This is an optimization exercise on Yosys and OpenROAD, whose aim is small area, a short achievable clock period and few clock cycles per item, not a production implementation.
Function was checked by simulation only, so behaviour that the tests miss may differ from the original.
No activity file was given, so power comes from the tool's default toggle rates.

== before ==
==> module ramModel, before the edit <==
module ramModel #(
  parameter int RAM_WORDS = 64
) (
  input  logic                          CLK,
  input  logic                          wen,
  input  logic [$clog2(RAM_WORDS)-1:0]  waddr,
  input  cpuTypesPkg::wordT             wdata,
  input  logic [RAM_WORDS-1:0]          rsel,
  output cpuTypesPkg::wordT             rdata
);
  localparam int AW = $clog2(RAM_WORDS);
  localparam int NS = RAM_WORDS / 3;
  cpuTypesPkg::wordT mem [RAM_WORDS];
  cpuTypesPkg::wordT    part [NS+1];
  logic [RAM_WORDS-1:0] take;
  logic [RAM_WORDS-1:0] keep;
  cpuTypesPkg::wordT    next [RAM_WORDS];
  always_comb begin
    for (int w = 0; w < RAM_WORDS; w++) begin
      take[w] = wen & (waddr == AW'(w));
      keep[w] = ~take[w];
    end
  end
  for (genvar w = 0; w < RAM_WORDS; w++) begin : g_word
    for (genvar b = 0; b < 32; b++) begin : g_bit
      ramBitNext bitNext (
        .q    (mem[w][b]),
        .keep (keep[w]),
        .d    (wdata[b]),
        .take (take[w]),
        .next (next[w][b])
      );
    end
  end
  always_ff @(posedge CLK) begin
    for (int w = 0; w < RAM_WORDS; w++) begin
      mem[w] <= next[w];
    end
  end
  for (genvar s = 0; s < NS; s++) begin : g_slice
    ramReadSlice3 slice (
      .a  (mem[3*s]),
      .b  (mem[3*s+1]),
      .c  (mem[3*s+2]),
      .sa (rsel[3*s]),
      .sb (rsel[3*s+1]),
      .sc (rsel[3*s+2]),
      .yn (part[s])
    );
  end
  ramReadSlice1 lastSlice (
    .a  (mem[RAM_WORDS-1]),
    .sa (rsel[RAM_WORDS-1]),
    .yn (part[NS])
  );
  cpuTypesPkg::wordT any [7];
  cpuTypesPkg::wordT none [3];
  for (genvar g = 0; g < 6; g++) begin : g_any
    ramNand3 anyGate (
      .a (part[3*g]),
      .b (part[3*g+1]),
      .c (part[3*g+2]),
      .y (any[g])
    );
  end
  ramNand4 anyLast (
    .a (part[18]),
    .b (part[19]),
    .c (part[20]),
    .d (part[21]),
    .y (any[6])
  );
  ramNor2 none0 (
    .a (any[0]),
    .b (any[1]),
    .y (none[0])
  );
  ramNor2 none1 (
    .a (any[2]),
    .b (any[3]),
    .y (none[1])
  );
  ramNor3 none2 (
    .a (any[4]),
    .b (any[5]),
    .c (any[6]),
    .y (none[2])
  );
  ramNand3 merge (
    .a (none[0]),
    .b (none[1]),
    .c (none[2]),
    .y (rdata)
  );
endmodule
==> module memorySubsystem, before the edit <==
module memorySubsystem #(
  parameter int LATENCY   = 1,
  parameter int RAM_WORDS = 64
) (
  input  logic                                      CLK,
  input  logic                                      reset,
  input  logic              [cpuTypesPkg::CPUS-1:0] iREN,
  input  cpuTypesPkg::addrT [cpuTypesPkg::CPUS-1:0] iaddr,
  output cpuTypesPkg::wordT [cpuTypesPkg::CPUS-1:0] iload,
  output logic              [cpuTypesPkg::CPUS-1:0] iwait,
  input  logic              [cpuTypesPkg::CPUS-1:0] dREN,
  input  logic              [cpuTypesPkg::CPUS-1:0] dWEN,
  input  cpuTypesPkg::addrT [cpuTypesPkg::CPUS-1:0] daddr,
  input  cpuTypesPkg::wordT [cpuTypesPkg::CPUS-1:0] dstore,
  output cpuTypesPkg::wordT [cpuTypesPkg::CPUS-1:0] dload,
  output logic              [cpuTypesPkg::CPUS-1:0] dwait,
  input  logic              [cpuTypesPkg::CPUS-1:0] ccwrite,
  output logic              [cpuTypesPkg::CPUS-1:0] ccwait,
  output logic              [cpuTypesPkg::CPUS-1:0] ccinv,
  output cpuTypesPkg::addrT [cpuTypesPkg::CPUS-1:0] ccsnoopaddr
);
  localparam int AW = $clog2(RAM_WORDS);
  logic [3:0]    req;
  logic [3:0]    act;
  logic [3:0]    rd;
  logic [3:0]    done;
  logic [3:0]    allow;
  logic [3:0]    pick;
  logic [1:0]    rr;
  logic [1:0]    hold;
  logic [1:0]    dblock;
  logic          conflict;
  logic          wen;
  logic [AW-1:0] waddr;
  logic [RAM_WORDS-1:0] rsel;
  logic [3:0][7:0] rlo;
  logic [3:0][7:0] rhi;
  logic [3:0][AW-1:0] paddr;
  cpuTypesPkg::wordT wdata;
  cpuTypesPkg::wordT rdata;
  assign req = {dREN | dWEN, iREN};
  assign dblock[0] = hold[0] | (hold[1] & dREN[0]);
  assign dblock[1] = hold[1] | (hold[0] & dREN[1]);
  assign act = req & allow & {~dblock, 2'b11};
  assign rd  = act & {dREN, 2'b11};
  assign conflict = (act[2] & act[3])
                  | (rd[0] & (rd[1] | rd[2] | rd[3]))
                  | (rd[1] & (rd[2] | rd[3]))
                  | (rd[2] & rd[3]);
  assign done = conflict ? 4'b0000 : act;
  always_comb begin
    waddr = '0;
    for (int c = 0; c < 2; c++) begin
      waddr = waddr | (daddr[c][AW+1:2] & {AW{act[2+c]}});
    end
  end
  assign paddr = {daddr[1][AW+1:2], daddr[0][AW+1:2], iaddr[1][AW+1:2], iaddr[0][AW+1:2]};
  always_comb begin
    for (int p = 0; p < 4; p++) begin
      for (int i = 0; i < 8; i++) begin
        rlo[p][i] = rd[p] & (paddr[p][2:0] == 3'(i));
        rhi[p][i] = (paddr[p][5:3] == 3'(i));
      end
    end
    for (int w = 0; w < RAM_WORDS; w++) begin
      rsel[w] = 1'b0;
      for (int p = 0; p < 4; p++) begin
        rsel[w] = rsel[w] | (rlo[p][w % 8] & rhi[p][w / 8]);
      end
    end
  end
  ramModel #(
    .RAM_WORDS (RAM_WORDS)
  ) ram (
    .CLK   (CLK),
    .wen   (wen),
    .waddr (waddr),
    .wdata (wdata),
    .rsel  (rsel),
    .rdata (rdata)
  );
  always_comb begin
    for (int c = 0; c < 2; c++) begin
      iwait[c] = ~done[c];
      dwait[c] = ~done[2+c];
      ccwait[1-c] = done[2+c] & dREN[c];
      ccinv[1-c]  = done[2+c] & dREN[c] & ccwrite[c];
      ccsnoopaddr[1-c] = {24'd0, daddr[c][7:0]};
      iload[c] = rdata;
      dload[c] = ccwrite[1-c] ? dstore[1-c] : rdata;
    end
  end
  assign wen = (done[2] & (dWEN[0] | ccwrite[1])) | (done[3] & (dWEN[1] | ccwrite[0]));
  assign wdata = (done[2] & dWEN[0]) | (done[3] & dREN[1]) ? dstore[0] : dstore[1];
  always_comb begin
    pick = 4'b0000;
    for (int k = 3; k >= 0; k--) begin
      if (act[(rr + 2'(k)) & 2'd3]) begin
        pick = 4'b0001 << ((rr + 2'(k)) & 2'd3);
      end
    end
  end
  always_ff @(posedge CLK) begin
    if (reset) begin
      allow <= 4'b1111;
      rr    <= 2'd0;
      hold  <= 2'b00;
    end else begin
      hold <= ccwait & ccwrite;
      if (conflict) begin
        allow <= pick;
        rr    <= rr + 2'd1;
      end else begin
        allow <= 4'b1111;
      end
    end
  end
endmodule
clock: 11.0 ns
lec_check: 0
cap_margin: 20
core_margin: 2
core_utilization: 50
place_density: 0.6
setup_slack_margin: 3
slew_margin: 20
synth_hierarchical: 1
standard.sh (not shown) runs the stock make flow with config.mk's settings and CLKGATE_MAP_FILE= SYNTH_SCRIPT=/design/flow/synth_recipe.tcl, a recipe that flattens the netlist after the stock synthesis.
==> flow/flow/run.sh <==
#!/bin/bash
# Own flow: the standard layout, with smaller port buffers, sizing not
# limited to same-footprint cells, and no clock-tree dummy loads.
set -euo pipefail
export BUFFER_PORTS_ARGS="-buffer_cell sky130_fd_sc_hd__buf_2"
export MATCH_CELL_FOOTPRINT=0
export CTS_ARGS="-sink_clustering_enable -repair_clock_nets -dont_use_dummy_load -sink_clustering_size 16 -sink_clustering_max_diameter 60 -buf_list sky130_fd_sc_hd__clkbuf_8"
bash standard.sh > standard.log 2>&1
Testbench counts of before, summed over its fixed seeds: cycles 4,416, items 4,316.
For after, these inputs were changed with respect to before:
--- a/flow/design.v
+++ b/flow/design.v
@@ -63,6 +63,39 @@
 );
   assign y = ~(a | b | c);
 endmodule
+module ramLoadBit (
+  input  logic a,
+  input  logic b,
+  input  logic c,
+  input  logic d,
+  input  logic e,
+  output logic y
+);
+  assign y = ~((a & b & c & d) | e);
+endmodule
+module ramLoadMerge (
+  input  cpuTypesPkg::wordT a,
+  input  cpuTypesPkg::wordT b,
+  input  cpuTypesPkg::wordT c,
+  input  logic              fwd,
+  input  cpuTypesPkg::wordT fwdData,
+  output cpuTypesPkg::wordT y
+);
+  logic              nfwd;
+  cpuTypesPkg::wordT fwdZero;
+  assign nfwd    = ~fwd;
+  assign fwdZero = ~fwdData & {32{fwd}};
+  for (genvar k = 0; k < 32; k++) begin : g_bit
+    ramLoadBit loadBit (
+      .a (a[k]),
+      .b (b[k]),
+      .c (c[k]),
+      .d (nfwd),
+      .e (fwdZero[k]),
+      .y (y[k])
+    );
+  end
+endmodule
 module ramBitNext (
   input  logic q,
   input  logic keep,
@@ -80,7 +113,8 @@
   input  logic [$clog2(RAM_WORDS)-1:0]  waddr,
   input  cpuTypesPkg::wordT             wdata,
   input  logic [RAM_WORDS-1:0]          rsel,
-  output cpuTypesPkg::wordT             rdata
+  output cpuTypesPkg::wordT             rdata,
+  output logic [2:0][31:0]              rnone
 );
   localparam int AW = $clog2(RAM_WORDS);
   localparam int NS = RAM_WORDS / 3;
@@ -160,6 +194,7 @@
     .c (any[6]),
     .y (none[2])
   );
+  assign rnone = {none[2], none[1], none[0]};
   ramNand3 merge (
     .a (none[0]),
     .b (none[1]),
@@ -210,6 +245,7 @@
   logic [3:0][AW-1:0] paddr;
   cpuTypesPkg::wordT wdata;
   cpuTypesPkg::wordT rdata;
+  logic [2:0][31:0]  rnone;
   assign req = {dREN | dWEN, iREN};
   assign dblock[0] = hold[0] | (hold[1] & dREN[0]);
   assign dblock[1] = hold[1] | (hold[0] & dREN[1]);
@@ -249,7 +285,8 @@
     .waddr (waddr),
     .wdata (wdata),
     .rsel  (rsel),
-    .rdata (rdata)
+    .rdata (rdata),
+    .rnone (rnone)
   );
   always_comb begin
     for (int c = 0; c < 2; c++) begin
@@ -259,9 +296,18 @@
       ccinv[1-c]  = done[2+c] & dREN[c] & ccwrite[c];
       ccsnoopaddr[1-c] = {24'd0, daddr[c][7:0]};
       iload[c] = rdata;
-      dload[c] = ccwrite[1-c] ? dstore[1-c] : rdata;
     end
   end
+  for (genvar c = 0; c < 2; c++) begin : g_load
+    ramLoadMerge loadMerge (
+      .a       (rnone[0]),
+      .b       (rnone[1]),
+      .c       (rnone[2]),
+      .fwd     (ccwrite[1-c]),
+      .fwdData (dstore[1-c]),
+      .y       (dload[c])
+    );
+  end
   assign wen = (done[2] & (dWEN[0] | ccwrite[1])) | (done[3] & (dWEN[1] | ccwrite[0]));
   assign wdata = (done[2] & dWEN[0]) | (done[3] & dREN[1]) ? dstore[0] : dstore[1];
   always_comb begin
--- outcome ---
- As far as effective utilization at floorplan is concerned, after and before perform about the same.
- Routed wire length (lower): after
- before has lower synthesized cell count than after.
- Global-route usage ends up lower on after.
- The first-pass GRT wire length of after exceeds that of before by about 0.34%.
- Between after and before, the slew of the pin with the lowest slew margin does not differ in any meaningful way.
- after completed end to end with timing, DRC and antenna clean.
- Routing usage on met2 essentially unchanged between after and before.
- after vs before on clock share of power: after is the higher one.
- NOTE cell count after placement before->after increased by a few percent
- The run showing the smaller sequential fraction of total cell area is after.
- after vs. before: routed length on met2 lost 0.62%; number of cell rows picked up an extra 0.71%; tap cell count picked up an extra 86; utilization of the core after routing lost 0.46 points.
Testbench counts of after, summed over its fixed seeds: cycles 4,416, items 4,316.

separate check: timing with driven ports:
No port has a modelled driver above. Below, the same layouts with a new extraction and two added sets of constraints.
Step 1: set_driving_cell puts a clkbuf_16 on CLK and a buf_2 on each other input, an assumption about the parent block.
Step 2 adds t to the input delays and takes it off the output delays; t is the mean of the earliest and latest rising clock arrival at the registers after step 1. Input paths then give back, and output paths get back, about the clock's delay inside the block.
Three values: ideal ports, drivers, drivers and shift; two values: the first two.
| run | t, ns | setup WS [ns] | worst setup path at the end | clock arrival spread, ns | pins driven straight from the clock port |
|---|---|---|---|---|---|
| before | 0.956 | 2.952 / 2.649 / 2.649 | input to output | 0.128 / 0.129 | 1 |
| after | 0.976 | 2.899 / 2.841 / 2.841 | input to output | 0.109 / 0.109 | 1 |
After both steps every run listed still meets setup and hold. The setup slack of before, which loses most, moves by -0.303 ns with the drivers and by -0.303 ns with both steps.
